What follows belongs to an exercise in optimizing a design on an open flow for small area, a short achievable clock period and few clock cycles per item; a production flow would make more cautious choices. In this exercise RTL edits were held to simulation tests only and were not proved equivalent to the original.

==> flow/design.v <==
`timescale 1ns / 1ps
package bba_pkg;
	localparam int LEVELS      = 16;
	localparam int ADDR_BITS   = 32;
	localparam int STACK_DEPTH = 2;
	localparam int LVL_W  = $clog2(LEVELS);
	localparam int SIZE_W     = 32;
	localparam int OFF_W      = 32;
	localparam int OUT_LVL_W  = 4;
	localparam int STATUS_W   = 2;
	localparam int MLOG2_W    = 5;
	localparam int TOP_W      = 4;
	localparam int CFG_IDX_W  = 2;
	localparam int CFG_DATA_W = 5;
	localparam int UNIT_W = LEVELS - 1;
	localparam logic [STATUS_W-1:0] ST_GRANT     = 2'd0;
	localparam logic [STATUS_W-1:0] ST_TOO_LARGE = 2'd1;
	localparam logic [STATUS_W-1:0] ST_NO_MEM    = 2'd2;
	localparam logic [CFG_IDX_W-1:0] REG_MIN_LOG2  = 2'd0;
	localparam logic [CFG_IDX_W-1:0] REG_TOP_LEVEL = 2'd1;
	localparam logic [MLOG2_W-1:0] MLOG2_RST = 5'd4;
	localparam logic [TOP_W-1:0]   TOP_RST   = 4'd10;
endpackage
`timescale 1ns / 1ps
import bba_pkg::*;
module bba_cell (
	input  logic [SIZE_W-1:0] size,
	output logic [4:0]        lead,     
	output logic              lower     
);
	logic [15:0] a1, m1;
	logic [0:0]  p1 [16];
	logic [7:0]  a2, m2;
	logic [1:0]  p2 [8];
	logic [3:0]  a3, m3;
	logic [2:0]  p3 [4];
	logic [1:0]  a4, m4;
	logic [3:0]  p4 [2];
	always_comb begin
		for (int i = 0; i < 16; i++) begin
			a1[i] = size[2*i] | size[2*i+1];
			m1[i] = size[2*i] & size[2*i+1];
			p1[i] = size[2*i+1];
		end
		for (int i = 0; i < 8; i++) begin
			a2[i] = a1[2*i] | a1[2*i+1];
			m2[i] = m1[2*i] | m1[2*i+1] | (a1[2*i] & a1[2*i+1]);
			p2[i] = a1[2*i+1] ? {1'b1, p1[2*i+1]} : {1'b0, p1[2*i]};
		end
		for (int i = 0; i < 4; i++) begin
			a3[i] = a2[2*i] | a2[2*i+1];
			m3[i] = m2[2*i] | m2[2*i+1] | (a2[2*i] & a2[2*i+1]);
			p3[i] = a2[2*i+1] ? {1'b1, p2[2*i+1]} : {1'b0, p2[2*i]};
		end
		for (int i = 0; i < 2; i++) begin
			a4[i] = a3[2*i] | a3[2*i+1];
			m4[i] = m3[2*i] | m3[2*i+1] | (a3[2*i] & a3[2*i+1]);
			p4[i] = a3[2*i+1] ? {1'b1, p3[2*i+1]} : {1'b0, p3[2*i]};
		end
		lower = m4[0] | m4[1] | (a4[0] & a4[1]);
		lead  = a4[1] ? {1'b1, p4[1]} : {1'b0, p4[0]};
	end
endmodule
module bba_fit (
	input  logic [4:0]          lead,
	input  logic                lower,
	input  logic [MLOG2_W-1:0]  min_log2,
	output logic [LEVELS-1:0]   ge          
);
	logic [5:0] clog;
	logic [6:0] d;
	assign clog = 6'(lead) + 6'(lower);
	assign d    = 7'(clog) - 7'(min_log2);
	always_comb begin
		for (int k = 0; k < LEVELS; k++)
			ge[k] = d[6] || (d[5:4] == 2'b00 && d[3:0] <= 4'(k));
	end
endmodule
`timescale 1ns / 1ps
import bba_pkg::*;
module buddy_block_allocate_core (
	input  logic                  clk,
	input  logic                  arst_n,
	input  logic                  in_valid,
	output logic                  in_ready,
	input  logic [SIZE_W-1:0]     req_size,
	output logic                  out_valid,
	input  logic                  out_ready,
	output logic [STATUS_W-1:0]   status,
	output logic [OFF_W-1:0]      block_offset,
	output logic [OUT_LVL_W-1:0]  block_level,
	input  logic                  cfg_valid,
	output logic                  cfg_ready,
	input  logic [CFG_IDX_W-1:0]  cfg_index,
	input  logic [CFG_DATA_W-1:0] cfg_data
);
	logic rdy_q;       
	logic o_vld_q;
	logic o_free;      
	logic a_req_q;
	logic a_stall;     
	logic proc;        
	assign o_free  = !o_vld_q || out_ready;
	assign a_stall = a_req_q && !o_free;
	assign proc    = a_req_q && o_free;
	logic              n_req, n_cfg0, n_cfg1, n_any;
	logic [4:0]        n_data;
	logic [4:0]        in_lead;
	logic              in_lower;
	bba_cell u_lead (
		.size  (req_size),
		.lead  (in_lead),
		.lower (in_lower)
	);
	assign in_ready  = rdy_q;
	assign cfg_ready = rdy_q;
	assign n_req  = in_valid && rdy_q;
	assign n_cfg0 = cfg_valid && rdy_q && (cfg_index == REG_MIN_LOG2);
	assign n_cfg1 = cfg_valid && rdy_q && (cfg_index == REG_TOP_LEVEL);
	assign n_any  = n_req || n_cfg0 || n_cfg1;
	assign n_data = cfg_valid ? cfg_data : in_lead;
	logic              r_req_q, r_cfg0_q, r_cfg1_q;
	logic [4:0]        r_data_q;    
	logic              r_lower_q;   
	logic              k_vld_q;
	logic              k_req_q, k_cfg0_q, k_cfg1_q;
	logic [4:0]        k_data_q;
	logic              k_lower_q;
	logic              r_any;
	logic              r_load;
	logic              k_vld_d;
	assign r_any   = r_req_q || r_cfg0_q || r_cfg1_q;
	assign r_load  = !a_stall || !r_any;
	assign k_vld_d = a_stall && r_any && (k_vld_q || n_any);
	always_ff @(posedge clk or negedge arst_n) begin
		if (!arst_n) begin
			r_req_q  <= 1'b0;
			r_cfg0_q <= 1'b0;
			r_cfg1_q <= 1'b0;
			k_vld_q  <= 1'b0;
			rdy_q    <= 1'b0;
		end else begin
			if (r_load) begin
				r_req_q  <= k_vld_q ? k_req_q  : n_req;
				r_cfg0_q <= k_vld_q ? k_cfg0_q : n_cfg0;
				r_cfg1_q <= k_vld_q ? k_cfg1_q : n_cfg1;
			end
			k_vld_q <= k_vld_d;
			rdy_q   <= !k_vld_d;
		end
	end
	always_ff @(posedge clk) begin
		if (r_load) begin
			r_data_q  <= k_vld_q ? k_data_q  : n_data;
			r_lower_q <= k_vld_q ? k_lower_q : in_lower;
		end
		if (!k_vld_q) begin
			k_req_q   <= n_req;
			k_cfg0_q  <= n_cfg0;
			k_cfg1_q  <= n_cfg1;
			k_data_q  <= n_data;
			k_lower_q <= in_lower;
		end
	end
	logic [MLOG2_W-1:0] mlog2_q;
	logic [TOP_W-1:0]   top_q;
	logic [LEVELS-1:0]  f_ge;
	bba_fit u_fit (
		.lead      (r_data_q),
		.lower     (r_lower_q),
		.min_log2  (mlog2_q),
		.ge        (f_ge)
	);
	always_ff @(posedge clk or negedge arst_n) begin
		if (!arst_n) begin
			mlog2_q <= MLOG2_RST;
			top_q   <= TOP_RST;
		end else if (!a_stall) begin
			if (r_cfg0_q)
				mlog2_q <= r_data_q[MLOG2_W-1:0];
			if (r_cfg1_q)
				top_q <= r_data_q[TOP_W-1:0];
		end
	end
	logic              a_init_q;
	logic [LEVELS-1:0] a_ge_q;      
	always_ff @(posedge clk or negedge arst_n) begin
		if (!arst_n) begin
			a_req_q  <= 1'b0;
			a_init_q <= 1'b0;
		end else if (!a_stall) begin
			a_req_q  <= r_req_q;
			a_init_q <= r_cfg0_q || r_cfg1_q;
		end
	end
	always_ff @(posedge clk) begin
		if (!a_stall)
			a_ge_q <= f_ge;
	end
	logic [LEVELS-1:0] vld_q;
	logic [UNIT_W-1:0] off_w [LEVELS];    
	logic [LEVELS-1:0] avail;
	logic [LEVELS-1:0] pre;               
	logic [LEVELS-1:0] src;               
	logic [LEVELS-1:0] push;              
	logic              found;
	logic [UNIT_W-1:0] src_off;
	logic [UNIT_W-1:0] new_off;
	logic [UNIT_W-1:0] below_top;
	logic [LEVELS-1:0] top_hot;
	assign avail = vld_q & a_ge_q;
	always_comb begin
		pre[0] = avail[0];
		for (int k = 1; k < LEVELS; k++)
			pre[k] = pre[k-1] | avail[k];
	end
	assign found = pre[LEVELS-1];
	assign src   = avail & ~{pre[LEVELS-2:0], 1'b0};
	assign push  = a_ge_q & ~pre & {LEVELS{found}};
	always_comb begin
		for (int i = 0; i < UNIT_W; i++) begin
			src_off[i] = 1'b0;
			for (int k = 0; k < UNIT_W; k++)
				if (k < i) src_off[i] = src_off[i] | (src[k] & off_w[k][i]);
		end
	end
	assign new_off = ~pre[UNIT_W-1:0] | src_off;
	always_comb begin
		for (int k = 0; k < LEVELS; k++)
			top_hot[k] = (top_q == LVL_W'(k));
		for (int i = 0; i < UNIT_W; i++)
			below_top[i] = (LVL_W'(i) < top_q);
	end
	always_ff @(posedge clk or negedge arst_n) begin
		if (!arst_n)
			vld_q <= LEVELS'(1) << TOP_RST;
		else if (a_init_q)
			vld_q <= top_hot;
		else if (proc)
			vld_q <= (vld_q & ~src) | push;
	end
	for (genvar j = 0; j < LEVELS; j++) begin : g_lvl
		if (j < UNIT_W - 1) begin : g_off
			logic [UNIT_W-1:j+1] off_q;
			always_ff @(posedge clk) begin
				if (proc && push[j])
					off_q <= new_off[UNIT_W-1:j+1];
			end
			assign off_w[j] = {off_q, (j + 1)'(0)};
		end else begin : g_none
			assign off_w[j] = '0;
		end
	end
	logic [LVL_W-1:0]    want;
	logic                too_large;
	logic [STATUS_W-1:0] res_st;
	logic [LVL_W-1:0]    res_lvl;
	logic [UNIT_W-1:0]   res_off;
	always_comb begin
		want = '0;
		for (int k = LEVELS - 1; k >= 0; k--)
			if (a_ge_q[k])
				want = LVL_W'(k);
	end
	assign too_large = !a_ge_q[top_q];
	assign res_st    = too_large ? ST_TOO_LARGE : (found ? ST_GRANT : ST_NO_MEM);
	assign res_lvl   = found ? want : '0;
	assign res_off   = (src_off | push[UNIT_W-1:0]) & below_top;
	logic [STATUS_W-1:0]  o_st_q;
	logic [LVL_W-1:0]     o_lvl_q;
	logic [OFF_W-1:0]     o_off_q;
	always_ff @(posedge clk or negedge arst_n) begin
		if (!arst_n)
			o_vld_q <= 1'b0;
		else if (o_free)
			o_vld_q <= a_req_q;
	end
	always_ff @(posedge clk) begin
		if (o_free) begin
			o_st_q  <= res_st;
			o_lvl_q <= res_lvl;
			o_off_q <= OFF_W'(res_off) << mlog2_q;
		end
	end
	assign out_valid    = o_vld_q;
	assign status       = o_st_q;
	assign block_level  = o_lvl_q;
	assign block_offset = o_off_q;
endmodule
==> flow/flow/run.sh <==
#!/bin/bash
set -euo pipefail
SETUP_MARGIN=6.5
bash standard.sh SETUP_SLACK_MARGIN=$SETUP_MARGIN finish > flow.log 2>&1
test -s out/final.def
==> flow/standard.sh <==
#!/bin/bash
# synth_recipe.tcl (not shown) runs the flow's synth.tcl, then flattens the netlist and writes it again
# the make line also repeats each setting of config.mk as NAME=value (left out here)
make -C /OpenROAD-flow-scripts/flow DESIGN_CONFIG=/design/flow/config.mk WORK_HOME=/design/flow/orfs CLKGATE_MAP_FILE= SYNTH_SCRIPT=/design/flow/synth_recipe.tcl "${@:-finish}"
==> flow/config.mk <==
export PLATFORM = sky130hd
export DESIGN_NAME = buddy_block_allocate_core
export DESIGN_NICKNAME = buddy_block_allocate_core
export VERILOG_FILES = /design/flow/design.v
export SDC_FILE = /design/flow/constraint.sdc
export NUM_CORES = 4
export LEC_CHECK = 0
export CAP_MARGIN = 20
export CORE_MARGIN = 2
export CORE_UTILIZATION = 40
export SLEW_MARGIN = 20
==> flow/constraint.sdc <==
create_clock -name core_clock -period 10.0 [get_ports {clk}]
set_input_delay 2.0000 -clock core_clock [delete_from_list [all_inputs] [get_ports {clk}]]
set_output_delay 2.0000 -clock core_clock [all_outputs]
set_load 0.01 [all_outputs]
==> flow_metrics.tcl, run 1 <==
set metrics [dict create \
    status "finished clean" \
    avgSynthCellArea_um2 10.7 \
    synth-main-ff-cell "edfxtp_1" \
    initial_core_util_pct 40.3 \
    place_congestion 0.895 \
    ioPinCount 85 \
    ys_ff_latch 207 \
    grt_start_max_net_pins 34 \
    die_width_um 168 \
    place_inst 1377 \
    hold_class "reg2reg" \
    cp.arrival_ns 3.69 \
    vias 9033 \
    crit_type "reg2reg" \
    cts-root-buf "clkbuf_16" \
    ys_seq_area_share_pct 55.5 \
    rr_endpoint "o_off_q[16]" \
    fmax_ghz 0.290 \
    slew_viol_final 0 \
    fin_crit_ns 3.45 \
    fin_nets 1170 \
    grt_overflow 0 \
    maxSlewHeadroom_pct 40.2 \
    multi_input_area_um2 4930 \
    clock_latency_ns 0.51 \
    crit_path_end_kind "register" \
    drt_pass1_iterations 5 \
    antenna_found_initial 0 \
    cts_max_path_buffers 3 \
    cap_violations 0 \
    numCtsBuffers 23 \
    r2r_cells 11 \
    yosysUniqueCellTypes 76 \
    cts_tree "built" \
    cp_max_fo 6 \
    setup_violations 0 \
    fin_worst_skew_ns 0.0150 \
    fp.dieH_um 168 \
    ctsHtreeMaxLevel 1 \
    clkSinkCount 207 \
    timing.final.hold_violations 0 \
    timing.rr.start "a_ge_q[2]" \
    synthCells 1005 \
    grt_pass1_vias 8659 \
    worst_pin_slew_ns 0.897 \
    ant_nets 0 \
    die_area_um2 28200 \
    drc_errors 0 \
    fillers 2390 \
    yosysWarningCount 8 \
    min_period_over_period_pct 34.5 \
    rsz0062_at_grt "true" \
    whs_path_depth 1 \
    avgViaCountPerCell 6.14 \
    synth-edff-count 165 \
    wire_per_inst_um 22.2 \
    setup_tns_ns 0 \
    port_buffers 84 \
    grt_pass1_wl_um 49800 \
    final_cells 1471 \
    regToRegSetupSlack_ns 6.55 \
    cp-start-kind "register" \
    hp-start "k_cfg0_q" \
    synth.net_count 1061 \
    hpwl_um 22200 \
    antennaDiodeCount 0 \
    synthArstFlopShare_pct 15.9 \
    regArea_um2 5980 \
    fp-row-count 60 \
    crit_required_ns 10.24 \
    drive_gt1_share_pct 19.1 \
    area.growth.synth_to_final_pct 25.2 \
    coreArea_um2 26700 \
    initialDrtViolationCount 967 \
    hold_end "k_cfg0_q" \
    routed_wl_um 32700 \
    path_clk_slew_ns 0.06 \
    grt_use_total_pct 22.6 \
    netlist_area_um2 10700 \
]
[Yosys cell counts (5+ instances only)]
cell / n / area (um^2)
inv_1: 31 / 116
o32ai_1: 5 / 43.8
nand3_1: 57 / 285
dfrtp_1: 29 / 726
nor4_1: 10 / 62.6
o21ai_0: 57 / 285
a41oi_1: 6 / 52.6
a22oi_1: 17 / 128
o31ai_1: 6 / 45.0
a21o_1: 6 / 45.0
nor2b_1: 7 / 43.8
dfxtp_1: 9 / 180
buf_2: 7 / 35.0
o2bb2ai_1: 7 / 61.3
and2_1: 22 / 138
nand4b_1: 5 / 43.8
nand4_1: 22 / 138
nor2_1: 74 / 278
a222oi_1: 7 / 70.1
mux2_2: 18 / 203
mux4_2: 8 / 180
or3_1: 7 / 43.8
ha_1: 10 / 125
nand2_1: 99 / 372
o21a_1: 7 / 52.6
nor3_1: 27 / 135
o22ai_1: 11 / 68.8
mux2i_1: 12 / 120
buf_1: 6 / 22.5
clkbuf_1: 48 / 180
o211ai_1: 6 / 45.0
o21bai_1: 5 / 37.5
a221o_1: 5 / 50.1
a31oi_1: 14 / 87.6
and3_1: 17 / 106
a21oi_1: 65 / 325
a211oi_1: 13 / 97.6
edfxtp_1: 165 / 4950
[layout by cell type (no fill, tap or decap), types with 6 or more instances in the layout]
| cell type | synthesis | routed |
|---|---|---|
| edfxtp_1 | 165 | 165 |
| nand2_1 | 99 | 96 |
| clkdlybuf4s50_1 | 0 | 68 |
| nor2_1 | 74 | 66 |
| a21oi_1 | 65 | 62 |
| nand3_1 | 57 | 56 |
| o21ai_0 | 57 | 54 |
| buf_4 | 1 | 53 |
| inv_1 | 31 | 29 |
| dfrtp_1 | 29 | 23 |
| clkbuf_16 | 0 | 23 |
| nand4_1 | 22 | 22 |
| and2_1 | 22 | 19 |
| nor3_1 | 27 | 18 |
| mux2_2 | 18 | 18 |
| a22oi_1 | 17 | 14 |
| and3_1 | 17 | 13 |
| a31oi_1 | 14 | 12 |
| dlygate4sd2_1 | 0 | 12 |
| mux2i_1 | 12 | 10 |
| ha_1 | 10 | 10 |
| a211oi_1 | 13 | 9 |
| o22ai_1 | 11 | 9 |
| dfxtp_1 | 9 | 9 |
| mux4_2 | 8 | 8 |
| a222oi_1 | 7 | 7 |
| or3_1 | 7 | 7 |
| nor2b_1 | 7 | 7 |
| o21a_1 | 7 | 7 |
| o2bb2ai_1 | 7 | 6 |
| nor4_2 | 0 | 6 |
| o211ai_1 | 6 | 6 |
| a21o_1 | 6 | 6 |
| nor3_4 | 0 | 6 |
| clkbuf_1 | 48 | 6 |
[flip-flops by register name, indices dropped and copies added (netlist names), 2 cells and up, named ones only]
signal,flops
o_st_q,2
r_data_q,5
o_off_q,32
k_data_q,5
mlog2_q,5
a_ge_q,16
g_lvl.g_off.off_q,104
vld_q,16
top_q,4
o_lvl_q,4
[stage by stage]
stage	area [um^2]	setup slack [ns]	utilization [%]	hold WS (ns)
2_1_floorplan	10900	6.22	-	0.423
3_3_place_gp	11900	5.09	44.8	0.444
3_5_place_dp	11900	5.03	44.8	0.453
4_1_cts	13000	6.37	48.8	0.470
5_1_grt	13500	6.43	50.5	0.480
6_report	13500	6.55	50.5	0.466
[layout make-up]
class / instances / share of cell area [%]
Clock buffer: 30 / 4.54
Clock inverter: 11 / 0.511
Inverter: 31 / 0.920
Multi-Input combinational cell: 708 / 36.7
Sequential cell: 207 / 44.4
Tap cell: 341 / 3.17
Timing Repair Buffer: 143 / 9.79
[how the worst max path moves through the flow]
| stage | cells after the start | slack, ns | endpoint | startpoint |
|---|---|---|---|---|
| 2_1_floorplan | 6 | 6.22 | g_lvl[1].g_off.off_q[10] | out_ready |
| 3_3_place_gp | 6 | 5.09 | g_lvl[7].g_off.off_q[13] | out_ready |
| 3_5_place_dp | 6 | 5.03 | g_lvl[7].g_off.off_q[8] | out_ready |
| 4_1_cts | 1 | 6.37 | out_valid | o_vld_q |
| 5_1_grt | 10 | 6.43 | o_off_q[16] | a_ge_q[3] |
| 6_report | 11 | 6.55 | o_off_q[16] | a_ge_q[2] |
[cells by family (layout without fill, tap and decap cells)]
logic type	after synthesis	in the layout	share of synthesized area, %
xor gates and xnor gates	2	2	0.163
DFF	207	207	55.5
adders and majority gates	12	12	1.54
buffers and inverters	93	215	3.36
muxes	38	38	4.68
AOI/OAI and AO/OA	279	279	17.4
and+or+nand+nor	374	377	17.3
[worst max-delay path, stage by stage (launching register included)]
cell and delay [ns]:
edfxtp_1 0.51, a222oi_1 0.14, buf_4 0.17, buf_2 0.17
and2_4 0.19, a221o_1 0.43, nor4b_4 0.35, a21oi_2 0.14
mux4_2 0.50, and2_1 0.18, o31a_1 0.26, o2bb2ai_1 0.13
[metal layers]
| layer | global-route usage (%) | vias to the layer above | wire length, um |
|---|---|---|---|
| li1 | - | 4138 | - |
| met1 | 31.0 | 4458 | 14100 |
| met2 | 37.4 | 380 | 15600 |
| met3 | 3.69 | 57 | 2410 |
| met4 | 6.16 | 0 | 637 |
| met5 | 0 | - | 0 |
[repair_timing]
item / CTS / global route
pin swaps: 19 / 19
hold endpoints to repair: 0 / 0
hold buffers: 0 / 0
resized for setup: 55 / 58
buffers inserted: 20 / 29
endpoints found under the setup margin: 228 / 41
cloned: 3 / 1
Testbench counts, summed over its fixed seeds: cycles 2,462, items 2,304.
==> run 2, diff against run 1 <==
==> flow/flow/run.sh (replaced) <==
#!/bin/bash
set -euo pipefail
SETUP_MARGIN=6.5
bash standard.sh SETUP_SLACK_MARGIN=$SETUP_MARGIN \
	"BUFFER_PORTS_ARGS=-buffer_cell sky130_fd_sc_hd__buf_1" finish > flow.log 2>&1
test -s out/final.def
--- a/flow/config.mk
+++ b/flow/config.mk
@@ -7,5 +7,5 @@
 export LEC_CHECK = 0
 export CAP_MARGIN = 20
 export CORE_MARGIN = 2
-export CORE_UTILIZATION = 40
+export CORE_UTILIZATION = 60
 export SLEW_MARGIN = 20
==> run 2 against run 1 <==
Effect of this change:
- still clean
- clock-buffer cell count rose by 1
- clock skew up 0.012 ns
- critical path type unchanged
- critical endpoint is now o_off_q[14]
==> flow_metrics.tcl, run 2 <==
set metrics [dict create \
    status "finished clean" \
    initialDrtViolationCount 1157 \
    grt_start_max_net_pins 41 \
    netlist_area_um2 10700 \
    port_buffers 84 \
    grt_pass1_vias 8112 \
    synth-xor-area-share_pct 0.163 \
    fin_nets 1173 \
    worst_hold_slack_ns 0.468 \
    setup_violations 0 \
    crit_type "reg2reg" \
    ys_ff_latch 207 \
    fin_worst_skew_ns 0.0272 \
    cp.arrival_ns 3.75 \
    vias 9192 \
    avgSynthCellArea_um2 10.7 \
    path_clk_slew_ns 0.06 \
    drc_errors 0 \
    synth_mux_area_share_pct 4.68 \
    hp-start "k_data_q[3]" \
    whs_path_depth 2 \
    cp_max_fo 7 \
    avgViaCountPerCell 6.77 \
    antenna_found_initial 0 \
    yosysTopAreaCell "edfxtp_1" \
    timing.final.hold_violations 0 \
    crit_start "a_ge_q[1]" \
    numCtsBuffers 22 \
    ant_nets 0 \
    fp-row-count 48 \
    cap_violations 0 \
    synth_adder_area_share_pct 1.54 \
    synthCells 1005 \
    r2r_cells 11 \
    cts_tree "built" \
    min_period_over_period_pct 35.0 \
    synthTopCellsByArea "edfxtp_1 46%, dfrtp_1 6.8%, nand2_1 3.5%, a21oi_1 3.0%, nand3_1 2.7%" \
    area.growth.synth_to_final_pct 18.9 \
    synth-compound-area-share_pct 17.4 \
    ctsHoldBuffers 0 \
    place_congestion 0.916 \
    synth_top_family_by_area "compound AO/OA/AOI/OAI gates" \
    yosysWarningCount 8 \
    clock_latency_ns 0.52 \
    timing.rr.start "a_ge_q[1]" \
    synth_top_area_share_pct 46.1 \
    maxSlewHeadroom_pct 26.5 \
    fmax_ghz 0.286 \
    wire_per_inst_um 22.7 \
    initial_core_util_pct 61.7 \
    crit_required_ns 10.25 \
    worst_pin_slew_ns 1.10 \
    hpwl_um 20500 \
    coreArea_um2 17400 \
    die_area_um2 19000 \
    synth-edff-count 165 \
    yosysMostFrequentCell "edfxtp_1" \
    crit_path_end_kind "register" \
    synth-simple-area-share_pct 17.3 \
    drt_pass1_iterations 7 \
    ioPinCount 85 \
    layout_common_cells "165 x edfxtp_1, 95 x nand2_1, 83 x buf_1" \
    antennaDiodeCount 0 \
    cts-root-buf "clkbuf_16" \
    grt_use_total_pct 31.8 \
    setup_tns_ns 0 \
    die_width_um 138 \
    grt_pass1_wl_um 45700 \
    ctsHtreeMaxLevel 1 \
    grt_overflow 0 \
    synth.net_count 1061 \
    largest_register_ffs 104 \
    slew_viol_final 0 \
    fin_crit_ns 3.50 \
    routed_wl_um 30800 \
    ys_seq_area_share_pct 55.5 \
    reg_top3 "g_lvl.g_off.off_q (104), o_off_q (32)" \
    top_register "g_lvl.g_off.off_q" \
    synthTopCellsByCount "165 x edfxtp_1, 99 x nand2_1, 74 x nor2_1" \
    cp-start-kind "register" \
    layout_commonest_cell "edfxtp_1" \
    fp.dieH_um 138 \
    synthArstFlopShare_pct 15.9 \
    hold_class "reg2reg" \
    yosysUniqueCellTypes 76 \
    synth-main-ff-cell "edfxtp_1" \
    rsz0062_at_grt "false" \
    clkSinkCount 207 \
    drive_gt1_share_pct 17.7 \
    cts_max_path_buffers 3 \
]
[run 2: cells by family (layout without fill, tap and decap cells)]
group | count (synthesis) | count (layout)
fa+ha+maj | 12 | 12
compound gates | 279 | 279
mux | 38 | 38
buf+inv | 93 | 219
xor+xnor | 2 | 2
flops | 207 | 207
simple gates | 374 | 376
[run 2: worst max-delay path, stage by stage, from the launching register on]
cell	delay, ns
edfxtp_1	0.49
buf_4	0.22
nand2_1	0.11
nor2_2	0.10
a222oi_1	0.60
nor4b_4	0.35
buf_4	0.18
a21oi_1	0.12
mux4_2	0.55
mux2i_1	0.22
mux2i_1	0.13
and2_1	0.19
[run 2: per-stage QoR]
stage | instance area, um^2 | setup slack [ns] | cells | utilization (%)
after global routing | 12800 | 6.48 | 1358 | 73.4
after global placement | 11300 | 5.55 | 1258 | 64.6
after detailed placement | 11300 | 5.48 | 1258 | 64.6
after CTS | 12300 | 6.45 | 1320 | 70.4
final | 12800 | 6.50 | 1358 | 73.4
after floorplan | 10900 | 6.22 | 1005 | -
[run 2: worst paths after layout]
kind                               endpoint  slack [ns]
worst min register to register  k_data_q[3]        0.47
min in group asynchronous          vld_q[0]        1.64
worst min-delay path            k_data_q[3]        0.47
worst max register to register  o_off_q[14]        6.50
worst max-delay path            o_off_q[14]        6.50
max in group asynchronous        mlog2_q[1]        7.61
[run 2: what timing repair did]
action	4_1_cts	5_1_grt
pin swaps	8	16
cloned	0	3
setup buffers	22	34
endpoints found under the setup margin	184	95
resized for setup	31	43
[run 2: final cells by class]
class                   instances  area (um^2)
multi-input cells             707         4840
clock inverters                 9         85.1
repair buffers                148          852
clock buffers                  31          614
fillers                      1259         4640
flip-flops and latches        207         5980
well taps                     225          282
inverters                      31          124
[run 2: routing by layer]
layer  global-route usage, %  vias up  part of all wire (%)
met2                    46.3      614                    45
met3                    7.73       61                    11
met5                       0        -                     0
li1                        -     4128                     -
met1                    47.9     4389                    42
met4                    8.22        0                   2.0
==> run 3, diff against run 2 <==
--- a/flow/config.mk
+++ b/flow/config.mk
@@ -8,4 +8,5 @@
 export CAP_MARGIN = 20
 export CORE_MARGIN = 2
 export CORE_UTILIZATION = 60
+export CTS_BUF_LIST = sky130_fd_sc_hd__clkbuf_8
 export SLEW_MARGIN = 20
==> run 3 against run 2 <==
Effect of this change:
- die area unchanged
- critical path depth is the same
- via count down 1.1%
- fmax increased by 0.42%
- clock-buffer cell count grew 10
- final cell count up 0.44%
- non-clock buffer count fell by 17
- worst setup slack improved by 0.015 ns
- critical path type unchanged
==> flow_metrics.tcl, run 3 <==
set metrics [dict create \
    worst_pin_slew_ns 1.12 \
    grt_pass1_vias 8166 \
    yosysUniqueCellTypes 76 \
    ctsHoldBuffers 0 \
    synth.net_count 1061 \
    largest_register_ffs 104 \
    grt_overflow 0 \
    antennaDiodeCount 0 \
    timing.rr.start "a_ge_q[0]" \
    cp.arrival_ns 3.74 \
    coreArea_um2 17400 \
    avgSynthCellArea_um2 10.7 \
    maxSlewHeadroom_pct 25.2 \
    place_congestion 0.916 \
    drc_errors 0 \
    crit_path_end_kind "register" \
    hold_class "reg2reg" \
    numCtsBuffers 35 \
    min_period_over_period_pct 34.8 \
    ys_ff_latch 207 \
    fin_nets 1169 \
    initial_core_util_pct 61.7 \
    area.growth.synth_to_final_pct 16.9 \
    whs_path_depth 2 \
    synth-edff-count 165 \
    initialDrtViolationCount 1208 \
    path_clk_slew_ns 0.06 \
    setup_violations 0 \
    crit_type "reg2reg" \
    cts-root-buf "clkbuf_8" \
    slew_viol_final 0 \
    ys_seq_area_share_pct 55.5 \
    die_width_um 138 \
    grt_pass1_wl_um 46000 \
    synthTopCellsByCount "165 x edfxtp_1, 99 x nand2_1, 74 x nor2_1" \
    netlist_area_um2 10700 \
    cap_violations 0 \
    ant_nets 0 \
    setup_tns_ns 0 \
    grt_start_max_net_pins 34 \
    top_register "g_lvl.g_off.off_q" \
    synth_top_area_share_pct 46.1 \
    ctsHtreeMaxLevel 2 \
    wire_per_inst_um 22.3 \
    reg_top3 "g_lvl.g_off.off_q (104), o_off_q (32)" \
    clkSinkCount 207 \
    regToRegSetupSlack_ns 6.52 \
    fin_worst_skew_ns 0.0222 \
    fp-row-count 48 \
    hp-start "k_data_q[2]" \
    synthArstFlopShare_pct 15.9 \
    vias 9095 \
    die_area_um2 19000 \
    synthTopCellsByArea "edfxtp_1 46%, dfrtp_1 6.8%, nand2_1 3.5%, a21oi_1 3.0%, nand3_1 2.7%" \
    cp-start-kind "register" \
    fp.dieH_um 138 \
    stdcell_area_um2 12600 \
    rr_endpoint "o_off_q[14]" \
    layout_commonest_cell "edfxtp_1" \
    fin_crit_ns 3.48 \
    synthCells 1005 \
    cp_max_fo 8 \
    cts_tree "built" \
    synth-main-ff-cell "edfxtp_1" \
    layout_common_cells "165 x edfxtp_1, 96 x nand2_1, 83 x buf_1" \
    ioPinCount 85 \
    yosysWarningCount 8 \
    yosysMostFrequentCell "edfxtp_1" \
    drive_gt1_share_pct 16.4 \
    clock_latency_ns 0.53 \
    grt_use_total_pct 32.3 \
    fmax_ghz 0.287 \
    hold_end "k_data_q[2]" \
    avgViaCountPerCell 6.67 \
    status "finished clean" \
    yosysTopAreaCell "edfxtp_1" \
    dpl_cell_area_um2 11300 \
    drt_pass1_iterations 5 \
    routed_wl_um 30500 \
    antenna_found_initial 0 \
    cts_max_path_buffers 3 \
    timing.final.hold_violations 0 \
    port_buffers 84 \
    rsz0062_at_grt "true" \
    hpwl_um 20500 \
    r2r_cells 11 \
    crit_required_ns 10.26 \
]
## run 3: cell count changes in the layout (fill, tap and decap cells not counted), sizes merged
cell / previous run / this run
clkbuf: 32 / 42
clkinv: 6 / 3
bufinv: 1 / 2
clkinvlp: 3 / 4
buf: 147 / 130
inv: 30 / 44
## run 3: worst max-delay path by stage
| stage | to | from | slack (ns) | cells past startpoint |
|---|---|---|---|---|
| floorplan | g_lvl[1].g_off.off_q[10] | out_ready | 6.22 | 6 |
| global placement | g_lvl[7].g_off.off_q[12] | out_ready | 5.55 | 6 |
| detailed placement | g_lvl[7].g_off.off_q[12] | out_ready | 5.48 | 6 |
| CTS | mlog2_q[0] | out_ready | 6.47 | 4 |
| global route | o_off_q[13] | a_ge_q[0] | 6.43 | 11 |
| finish | o_off_q[14] | a_ge_q[0] | 6.52 | 11 |
## run 3: cells by family (layout without fill, tap and decap cells)
| logic type | Yosys count | in the layout | share of synthesized area (%) |
|---|---|---|---|
| multiplexers | 38 | 38 | 4.68 |
| adder cells (fa/ha/maj) | 12 | 12 | 1.54 |
| XOR/XNOR | 2 | 2 | 0.163 |
| buffers and inverters | 93 | 225 | 3.36 |
| AND/OR/NAND/NOR | 374 | 376 | 17.3 |
| AO/OA/AOI/OAI | 279 | 279 | 17.4 |
| flip-flops | 207 | 207 | 55.5 |
## run 3: layout make-up
type | count | area, um^2
sequential | 207 | 5980
timing repair buffer | 131 | 714
clock buffer | 41 | 564
fill | 1295 | 4850
inverter | 31 | 124
tap | 225 | 282
clock inverter | 22 | 149
multi-input combinational | 707 | 4760
## run 3: repair_timing
item,in CTS,in global routing
gates cloned,1,1
hold endpoints to repair,0,0
buffers inserted,12,28
setup endpoints to repair,184,88
pin swaps,5,10
gates resized for setup,32,24
## run 3: layer usage
layer / track usage (%) / share of wire (%)
met3: 9.57 / 12
met4: 9.35 / 2.5
met5: 0 / 0
met1: 47.9 / 42
met2: 46.1 / 44
## run 3: metrics by stage
step                utilization (%)  std cells  setup WS [ns]  hold slack [ns]
floorplan                         -       1005           6.22            0.423
global placement               64.6       1258           5.55            0.445
detailed placement             64.6       1258           5.48            0.455
CTS                            70.0       1334           6.47            0.470
global route                   72.2       1364           6.43            0.491
finish                         72.2       1364           6.52            0.467
## run 3: critical path, stage by stage, from the launching register on
cell	delay, ns
edfxtp_1	0.52
buf_6	0.15
a22oi_1	0.13
and3_4	0.23
a222oi_1	0.50
nor4b_2	0.30
buf_4	0.18
a21oi_1	0.11
mux4_2	0.54
mux2i_1	0.22
mux2i_1	0.14
and2_1	0.19
==> run 4, diff against run 3 <==
--- a/flow/config.mk
+++ b/flow/config.mk
@@ -5,6 +5,7 @@
 export SDC_FILE = /design/flow/constraint.sdc
 export NUM_CORES = 4
 export LEC_CHECK = 0
+export ABC_AREA = 1
 export CAP_MARGIN = 20
 export CORE_MARGIN = 2
 export CORE_UTILIZATION = 60
==> run 4 against run 3 <==
Effect of this change:
- register-to-register slack better by 0.26 ns
- critical path depth is 5 lower
- clock skew is 0.0055 ns lower
- critical endpoint is now g_lvl[0].g_off.off_q[10]
- largest cell class unchanged
==> flow_metrics.tcl, run 4 <==
set metrics [dict create \
    status "finished clean" \
    layout_common_cells "257 x nand2_1, 165 x edfxtp_1, 131 x nor2_1" \
    busiest_layer "met2" \
    cp_max_fo 16 \
    fp.dieH_um 138 \
    area.growth.synth_to_final_pct 12.3 \
    reg_top3 "g_lvl.g_off.off_q (104), o_off_q (32)" \
    setup_ws_ns 6.70 \
    drt_pass1_iterations 7 \
    cts-root-buf "clkbuf_8" \
    cp.arrival_ns 3.53 \
    grt_start_max_net_pins 34 \
    ys_seq_area_share_pct 55.7 \
    drive_gt1_share_pct 12.0 \
    ant_nets 0 \
    numCtsBuffers 35 \
    grt_pass1_wl_um 41600 \
    place_congestion 0.942 \
    synthTopCellsByArea "edfxtp_1 46%, nand2_1 9.1%, dfrtp_1 6.8%, nand3_1 5.5%, nor2_1 4.8%" \
    coreArea_um2 17400 \
    synth_top_family_by_area "simple AND/OR/NAND/NOR gates" \
    top_register "g_lvl.g_off.off_q" \
    port_buffers 84 \
    cap_violations 0 \
    layout_commonest_cell "nand2_1" \
    clkSinkCount 207 \
    regToRegSetupSlack_ns 6.78 \
    synth_top_area_share_pct 46.2 \
    regArea_um2 5970 \
    crit_type "in2reg" \
    ctsHtreeMaxLevel 2 \
    setup_violations 0 \
    grt_pass1_vias 8161 \
    synthTopCellsByCount "259 x nand2_1, 165 x edfxtp_1, 138 x nor2_1" \
    timing.final.hold_violations 0 \
    rsz0062_at_grt "false" \
    yosysMostFrequentCell "nand2_1" \
    synth-simple-area-share_pct 27.2 \
    crit_required_ns 10.23 \
    synth-compound-area-share_pct 9.65 \
    fmax_ghz 0.303 \
    initial_core_util_pct 61.7 \
    synthArstFlopShare_pct 15.9 \
    path_clk_slew_ns 0.06 \
    synthCells 1160 \
    die_area_um2 18900 \
    yosysTopAreaCell "edfxtp_1" \
    hpwl_um 19200 \
    synth-main-ff-cell "edfxtp_1" \
    yosysUniqueCellTypes 48 \
    gr-usage-met2_pct 43.2 \
    synth-edff-count 165 \
    grt_overflow 0 \
    ys_ff_latch 207 \
    maxSlewHeadroom_pct 38.9 \
    synth.net_count 1216 \
    fillers 1469 \
    crit_path_end_kind "register" \
    ctsHoldBuffers 0 \
    setup_tns_ns 0 \
    yosysWarningCount 8 \
    worst_pin_slew_ns 0.917 \
    routed_wl_um 26400 \
    largest_register_ffs 104 \
    avgViaCountPerCell 5.78 \
    initialDrtViolationCount 778 \
    worst_hold_slack_ns 0.462 \
    netlist_area_um2 10700 \
    hold_class "reg2reg" \
    cts_max_path_buffers 3 \
    fin_crit_ns 3.30 \
    min_period_over_period_pct 33.0 \
    cp-start-kind "primary input" \
    preCtsSetupSlack_ns 5.92 \
    drc_errors 0 \
    vias 8764 \
    ioPinCount 85 \
    avgSynthCellArea_um2 9.24 \
    antenna_found_initial 0 \
    die_width_um 138 \
    fin_worst_skew_ns 0.0167 \
    fin_nets 1324 \
    wire_per_inst_um 17.4 \
    antennaDiodeCount 0 \
    synth-xor-area-share_pct 0.245 \
    fp-row-count 48 \
    synth_mux_area_share_pct 0 \
    met3_usage_pct 6.73 \
    multi_input_area_um2 4200 \
    grt_use_total_pct 28.8 \
    slew_viol_final 0 \
    clock_latency_ns 0.54 \
    grt_util_met1_pct 41.5 \
    cts_tree "built" \
    synth_adder_area_share_pct 1.54 \
]
run 4: per-stage QoR:
step                std cells  area [um^2]  utilization [%]
floorplan                1160        10800                -
global placement         1439        11200             64.6
detailed placement       1439        11200             64.6
CTS                      1504        11900             68.6
global route             1517        12000             69.3
finish                   1517        12000             69.3
run 4: cell type report:
type                            instances  area share (%)
Multi-Input combinational cell        800            34.9
Inverter                              122            3.97
Tap cell                              225            2.34
Clock buffer                           37            4.23
Timing Repair inverter                  3           0.146
Timing Repair Buffer                   99            3.57
Sequential cell                       207            49.6
Clock inverter                         24            1.22
run 4: worst paths after layout:
kind	startpoint	endpoint	cells past startpoint
max	out_ready	g_lvl[0].g_off.off_q[10]	6
min	k_lower_q	k_lower_q	2
max reg2reg	a_ge_q[0]	o_off_q[14]	18
min reg2reg	k_lower_q	k_lower_q	2
max in group asynchronous	arst_n	mlog2_q[0]	1
min in group asynchronous	arst_n	r_cfg1_q	1
run 4: timing repair:
action | CTS | global route
setup endpoints to repair | 27 | 35
buffers inserted | 1 | 12
hold endpoints to repair | 0 | 0
pin swaps | 0 | 0
gates resized for setup | 4 | 7
gates cloned | 3 | 0
run 4: worst max-delay path, cell delays in order:
cell and delay (ns):
buf_1 0.12, nor2_4 0.09, nor2_1 0.13, inv_1 0.29, nor3_2 0.62, buf_4 0.27
run 4: routing by layer:
metal	part of all wire, %	wire (um)
met5	0	0
met2	45	11800
met4	2.7	721
met1	44	11700
met3	8.4	2230
run 4: cells by family (layout without fill, tap and decap cells):
| family | count (synthesis) | after routing |
|---|---|---|
| AOI/OAI and AO/OA | 174 | 174 |
| and+or+nand+nor | 611 | 611 |
| adders and majority gates | 12 | 12 |
| buffers and inverters | 153 | 285 |
| xor gates and xnor gates | 3 | 3 |
| DFF | 207 | 207 |
==> run 5, diff against run 4 <==
--- a/flow/config.mk
+++ b/flow/config.mk
@@ -10,4 +10,6 @@
 export CORE_MARGIN = 2
 export CORE_UTILIZATION = 60
 export CTS_BUF_LIST = sky130_fd_sc_hd__clkbuf_8
+export CTS_CLUSTER_DIAMETER = 60
+export CTS_CLUSTER_SIZE = 14
 export SLEW_MARGIN = 20
==> run 5 against run 4 <==
Effect of this change:
- die area did not move
- clock skew rose by 0.0059 ns
- fmax fell by 0.76%
- clock-buffer cell count fell by 16
- highest routed layer unchanged
- critical endpoint is now top_q[1]
- critical path depth rose by 2
- cell area fell by 2.5%
==> flow_metrics.tcl, run 5 <==
set metrics [dict create \
    status "finished clean" \
    crit_required_ns 10.44 \
    ctsHoldBuffers 0 \
    cp_common_cell "nor2_4" \
    worst_pin_slew_ns 0.926 \
    synthTopCellsByArea "edfxtp_1 46%, nand2_1 9.1%, dfrtp_1 6.8%, nand3_1 5.5%, nor2_1 4.8%" \
    top_register "g_lvl.g_off.off_q" \
    setup_tns_ns 0 \
    yosysTopAreaCell "edfxtp_1" \
    met1_length_um 11500 \
    crit_type "in2reg" \
    wire_per_inst_um 17.7 \
    vias 8656 \
    cap_violations 0 \
    fin_nets 1304 \
    highest-signal-layer "met4" \
    yosysMostFrequentCell "nand2_1" \
    layout_commonest_cell "nand2_1" \
    netlist_area_um2 10700 \
    ant_nets 0 \
    fin_crit_ns 3.32 \
    synth_top_area_share_pct 46.2 \
    grt_pass1_wl_um 41400 \
    fp.dieH_um 138 \
    crit_path_end_kind "register" \
    area.growth.synth_to_final_pct 9.46 \
    antennaDiodeCount 0 \
    grt_use_total_pct 28.4 \
    die_width_um 138 \
    cp_slowest_cell "clkinvlp_4" \
    synthTopCellsByCount "259 x nand2_1, 165 x edfxtp_1, 138 x nor2_1" \
    cp-start-kind "primary input" \
    layout_common_cells "257 x nand2_1, 165 x edfxtp_1, 130 x nor2_1" \
    fin_worst_skew_ns 0.0226 \
    grt_pass1_vias 8014 \
    slew_viol_final 0 \
    synth-edff-count 165 \
    routed_wl_um 26300 \
    maxSlewHeadroom_pct 38.3 \
    setup_violations 0 \
    ys_seq_area_share_pct 55.7 \
    cpPeakStageDelay_ns 0.54 \
    numCtsBuffers 19 \
    min_period_over_period_pct 33.2 \
    ys_ff_latch 207 \
    initialDrtViolationCount 715 \
    critical_path.top_delay_family "buffers and inverters" \
    antenna_found_initial 0 \
    hold_end "k_data_q[3]" \
    synth.net_count 1216 \
    grt_overflow 0 \
    synthCells 1160 \
    cts_tree "built" \
    grt_start_max_net_pins 34 \
    timing.final.hold_violations 0 \
    rsz0062_at_grt "false" \
    initial_core_util_pct 61.7 \
    yosysWarningCount 8 \
    avgViaCountPerCell 5.83 \
    met2_length_um 11800 \
    yosysUniqueCellTypes 48 \
    synth-main-ff-cell "edfxtp_1" \
    cp.arrival_ns 3.77 \
    largest_register_ffs 104 \
    drive_gt1_share_pct 10.2 \
    place_congestion 0.942 \
    die_area_um2 18900 \
    cts_max_path_buffers 3 \
    route.met3.wl_um 2310 \
    synthArstFlopShare_pct 15.9 \
    timing.rr.start "mlog2_q[1]" \
    reg_top3 "g_lvl.g_off.off_q (104), o_off_q (32)" \
    fp-row-count 48 \
    cts-root-buf "clkbuf_8" \
    regToRegSetupSlack_ns 6.76 \
    clock_latency_ns 0.53 \
    hp-start "k_data_q[3]" \
    drc_errors 0 \
    ctsHtreeMaxLevel 1 \
    path_clk_slew_ns 0.09 \
    worstPathCellList "buf_1, nor2_4, clkinvlp_4, nor2_4, clkinv_4, nand2_2, nand2_1, o21ai_0" \
    cp_max_fo 22 \
    hold_class "reg2reg" \
    coreArea_um2 17400 \
    whs_path_depth 2 \
    hpwl_um 19200 \
    final_core_util_pct 67.6 \
    ioPinCount 85 \
    fmax_ghz 0.301 \
    port_buffers 84 \
    r2r_cells 16 \
    avgSynthCellArea_um2 9.24 \
    cp_num_buf_inv 3 \
    fillers 1486 \
    drt_pass1_iterations 5 \
    clkSinkCount 207 \
    rr_endpoint "a_ge_q[1]" \
]
-- run 5: cell counts after synthesis --
No cell type changed its count.
-- run 5: tightest hold or removal path, cell delays in order, from the launching register on --
cell and delay, ns:
dfxtp_1 0.32, nand2_1 0.04, o21ai_0 0.08
-- run 5: worst max-delay path by stage --
stage | start | to | cells after the start
floorplan | out_ready | top_q[0] | 6
global placement | out_ready | mlog2_q[4] | 8
detailed placement | out_ready | top_q[2] | 7
CTS | out_ready | g_lvl[0].g_off.off_q[13] | 5
global route | mlog2_q[1] | a_ge_q[5] | 16
finish | out_ready | top_q[1] | 8
-- run 5: repair_timing --
action	4_1_cts	5_1_grt
setup buffers	1	8
setup endpoints to repair	27	39
cloned	3	0
resized for setup	4	9
-- run 5: logic make-up after synthesis --
family,Yosys count,synth area share (%)
xor gates and xnor gates,3,0.245
adders and majority gates,12,1.54
buffers and inverters,153,5.65
AOI/OAI and AO/OA,174,9.65
DFF,207,55.7
and+or+nand+nor,611,27.2
-- run 5: through the flow --
stage / worst slack (ns) / instance area, um^2 / std cells / hold slack, ns
2_1_floorplan: 6.52 / 10800 / 1160 / 0.421
3_3_place_gp: 6.00 / 11200 / 1439 / 0.443
3_5_place_dp: 5.92 / 11200 / 1439 / 0.443
4_1_cts: 6.59 / 11600 / 1476 / 0.473
5_1_grt: 6.50 / 11700 / 1485 / 0.503
6_report: 6.68 / 11700 / 1485 / 0.470
-- run 5: layout make-up --
class,count,area (um^2),share of cell area [%]
clock buffer,21,289,2.46
clock inverter,12,78.8,0.672
inverter,122,478,4.08
multi-input combinational,800,4200,35.8
sequential,207,5970,50.9
tap,225,282,2.40
timing repair buffer,95,412,3.51
timing repair inverter,3,17.5,0.149
-- run 5: layer usage --
layer  up-vias  track usage (%)
li1       4177                -
met3        59             6.25
met1      4055             41.5
met4         0             7.16
met2       365             43.4
met5         -                0
==> run 6, diff against run 5 <==
--- a/flow/design.v
+++ b/flow/design.v
@@ -187,7 +187,7 @@
 	always_ff @(posedge clk or negedge arst_n) begin
 		if (!arst_n) begin
 			a_req_q  <= 1'b0;
-			a_init_q <= 1'b0;
+			a_init_q <= 1'b1;
 		end else if (!a_stall) begin
 			a_req_q  <= r_req_q;
 			a_init_q <= r_cfg0_q || r_cfg1_q;
@@ -231,10 +231,8 @@
 		for (int i = 0; i < UNIT_W; i++)
 			below_top[i] = (LVL_W'(i) < top_q);
 	end
-	always_ff @(posedge clk or negedge arst_n) begin
-		if (!arst_n)
-			vld_q <= LEVELS'(1) << TOP_RST;
-		else if (a_init_q)
+	always_ff @(posedge clk) begin
+		if (a_init_q)
 			vld_q <= top_hot;
 		else if (proc)
 			vld_q <= (vld_q & ~src) | push;
==> run 6 against run 5 <==
Effect of this change:
- synthesized area shrank 0.79%
- still clean
- worst setup slack gained 0.013 ns
- via count shrank 1.9%
- sequential share of layout area grew 0.89 points
- first-iteration DRC count grew 29%
==> flow_metrics.tcl, run 6 <==
set metrics [dict create \
    gr-usage-met2_pct 43.8 \
    grt_use_total_pct 28.9 \
    synthCells 1141 \
    timing.final.hold_violations 0 \
    fp-row-count 48 \
    synthTopCellsByCount "263 x nand2_1, 181 x edfxtp_1, 139 x nor2_1" \
    grt_util_met1_pct 43.1 \
    fin_nets 1290 \
    dpl_cell_area_um2 11200 \
    whs_path_depth 2 \
    yosysTopAreaCell "edfxtp_1" \
    min_period_over_period_pct 33.1 \
    layout_commonest_cell "nand2_1" \
    antenna_found_initial 0 \
    yosysUniqueCellTypes 51 \
    drt_pass1_iterations 5 \
    ctsHtreeMaxLevel 1 \
    crit_required_ns 10.15 \
    cts-root-buf "clkbuf_8" \
    grt_pass1_vias 7856 \
    busiest_layer "met2" \
    avgSynthCellArea_um2 9.32 \
    antennaDiodeCount 0 \
    die_width_um 137 \
    worst_pin_slew_ns 0.961 \
    initialDrtViolationCount 919 \
    worstPathCellList "buf_1, nor2_4, clkinvlp_4, nand2_4, nor2_2" \
    multi_input_area_um2 4080 \
    clock_latency_ns 0.53 \
    path_clk_slew_ns 0.09 \
    slew_viol_final 0 \
    drc_errors 0 \
    wire_per_inst_um 18.1 \
    grt_pass1_wl_um 41500 \
    initial_core_util_pct 61.5 \
    r2r_cells 13 \
    top_register "g_lvl.g_off.off_q" \
    vias 8490 \
    cp_slowest_cell "nor2_2" \
    grt_overflow 0 \
    port_buffers 84 \
    cp-start-kind "primary input" \
    ant_nets 0 \
    synth-main-ff-cell "edfxtp_1" \
    setup_violations 0 \
    yosysMostFrequentCell "nand2_1" \
    largest_register_ffs 104 \
    synth_top_area_share_pct 51.1 \
    ioPinCount 85 \
    cts_max_path_buffers 3 \
    avgViaCountPerCell 5.77 \
    ys_seq_area_share_pct 56.9 \
    area.growth.synth_to_final_pct 9.89 \
    fillers 1423 \
    numCtsBuffers 19 \
    fp.dieH_um 137 \
    place_congestion 1.01 \
    drive_gt1_share_pct 10.8 \
    cpPeakStageDelay_ns 0.52 \
    met3_usage_pct 4.96 \
    yosysWarningCount 8 \
    regArea_um2 6050 \
    crit_path_end_kind "register" \
    hold_class "reg2reg" \
    synthTopCellsByArea "edfxtp_1 51%, nand2_1 9.3%, nand3_1 5.4%, nor2_1 4.9%, inv_1 4.3%" \
    status "finished clean" \
    cp.arrival_ns 3.46 \
    grt_start_max_net_pins 27 \
    cts_tree "built" \
    clkSinkCount 207 \
    ctsHoldBuffers 0 \
    routed_wl_um 26600 \
    cp_max_fo 21 \
    fin_worst_skew_ns 0.0493 \
    stdcell_area_um2 11700 \
    netlist_area_um2 10600 \
    synth-edff-count 181 \
    reg_top3 "g_lvl.g_off.off_q (104), o_off_q (32)" \
    synthArstFlopShare_pct 8.21 \
    crit_type "in2reg" \
    rsz0062_at_grt "true" \
    hpwl_um 19500 \
    ys_ff_latch 207 \
    coreArea_um2 17300 \
    maxSlewHeadroom_pct 35.6 \
    synth.net_count 1197 \
    cap_violations 0 \
    setup_tns_ns 0 \
    fmax_ghz 0.302 \
    fin_crit_ns 3.31 \
    die_area_um2 18800 \
    layout_common_cells "258 x nand2_1, 181 x edfxtp_1, 129 x inv_1" \
]
[run 6: cell count changes after synthesis, sizes merged, moves of 4 or more]
cell    delta
o211ai     -5
edfxtp    +16
nand3     -12
nor3       -7
dfrtp     -16
a31o       +4
a21oi      -9
nand2      +6
[run 6: area by class of cell]
cell class                      count  share of cell area, %
Tap cell                          225                   2.41
Clock buffer                       19                   2.24
Multi-Input combinational cell    779                   35.0
Timing Repair inverter              3                  0.129
Clock inverter                     14                  0.546
Timing Repair Buffer               99                   3.72
Inverter                          125                   4.17
Sequential cell                   207                   51.8
[run 6: final timing paths]
check / from / end / slack, ns
min in group asynchronous: arst_n / o_vld_q / 1.58
setup reg to reg: a_ge_q[0] / g_lvl[9].g_off.off_q[14] / 6.75
max in group asynchronous: arst_n / mlog2_q[1] / 7.75
hold reg to reg: k_data_q[3] / k_data_q[3] / 0.47
setup / recovery: out_ready / g_lvl[4].g_off.off_q[11] / 6.69
hold / removal: k_data_q[3] / k_data_q[3] / 0.47
[run 6: timing repair]
| action | 4_1_cts | 5_1_grt |
|---|---|---|
| setup buffers | 1 | 14 |
| resized for setup | 4 | 7 |
| gates cloned | 3 | 0 |
| endpoints found under the setup margin | 132 | 47 |
[run 6: cell families (layout without fill, tap and decap cells)]
| logic type | after synthesis | in the layout | share of synthesized area, % |
|---|---|---|---|
| flops | 207 | 207 | 56.9 |
| compound gates | 162 | 162 | 9.12 |
| buf+inv | 155 | 260 | 5.70 |
| xor+xnor | 3 | 3 | 0.247 |
| fa+ha+maj | 12 | 12 | 1.55 |
| simple gates | 602 | 602 | 26.5 |
[run 6: worst max-delay path, delay by kind of cell]
kind,cells,cell delay [ns]
AND/OR/NAND/NOR,3,0.95
buffers and inverters,2,0.50
[run 6: metrics by stage]
stage / cells / utilization (%) / setup WS (ns) / hold WS (ns)
after floorplan: 1141 / - / 6.47 / 0.423
after global placement: 1420 / 64.7 / 5.90 / 0.442
after detailed placement: 1420 / 64.7 / 5.81 / 0.450
after CTS: 1457 / 66.8 / 6.51 / 0.477
after global routing: 1471 / 67.5 / 6.50 / 0.504
final: 1471 / 67.5 / 6.69 / 0.472
[run 6: metal layers]
layer | up-vias | routed length [um] | share of wire [%]
li1 | 4120 | - | -
met5 | - | 0 | 0
met1 | 3957 | 11800 | 44
met3 | 55 | 2140 | 8.0
met2 | 358 | 11900 | 45
met4 | 0 | 778 | 2.9
Testbench counts of run 6, summed over its fixed seeds: cycles 2,462, items 2,304.

-- afterwards: timing with drivers on the ports --
How much do the figures lean on ideal ports? The routed layouts below were timed once more, with nothing changed but the port constraints. Step 1 (the two cells are an assumption about what drives the block):
set clk [get_ports {clk}]
set_driving_cell -lib_cell sky130_fd_sc_hd__clkbuf_16 $clk
set_driving_cell -lib_cell sky130_fd_sc_hd__buf_2 [delete_from_list [all_inputs] $clk]
Step 2 also shifts input and output timing later by t, the mid clock arrival at the registers, as if the neighbouring blocks saw the same clock. a / b / c = ideal / step 1 / step 2; a / b = the first two.
run | t (ns) | slack for setup (ns) | worst setup path at the end | latest minus earliest clock arrival (ns)
run 1 | 0.548 | 6.552 / 6.519 / 6.054 | input to register | 0.015 / 0.015
run 2 | 0.553 | 6.502 / 6.502 / 6.067 | input to register | 0.028 / 0.027
run 3 | 0.555 | 6.517 / 6.517 / 6.028 | input to register | 0.022 / 0.023
run 4 | 0.567 | 6.701 / 6.719 / 6.152 | input to register | 0.016 / 0.016
run 5 | 0.550 | 6.676 / 6.690 / 6.141 | input to register | 0.023 / 0.023
run 6 | 0.550 | 6.689 / 6.708 / 6.158 | input to register | 0.049 / 0.050
After both steps every run listed still meets setup and hold. For run 4, which loses most, drivers alone change the setup slack by +0.018 ns; drivers and shift together by -0.549 ns.
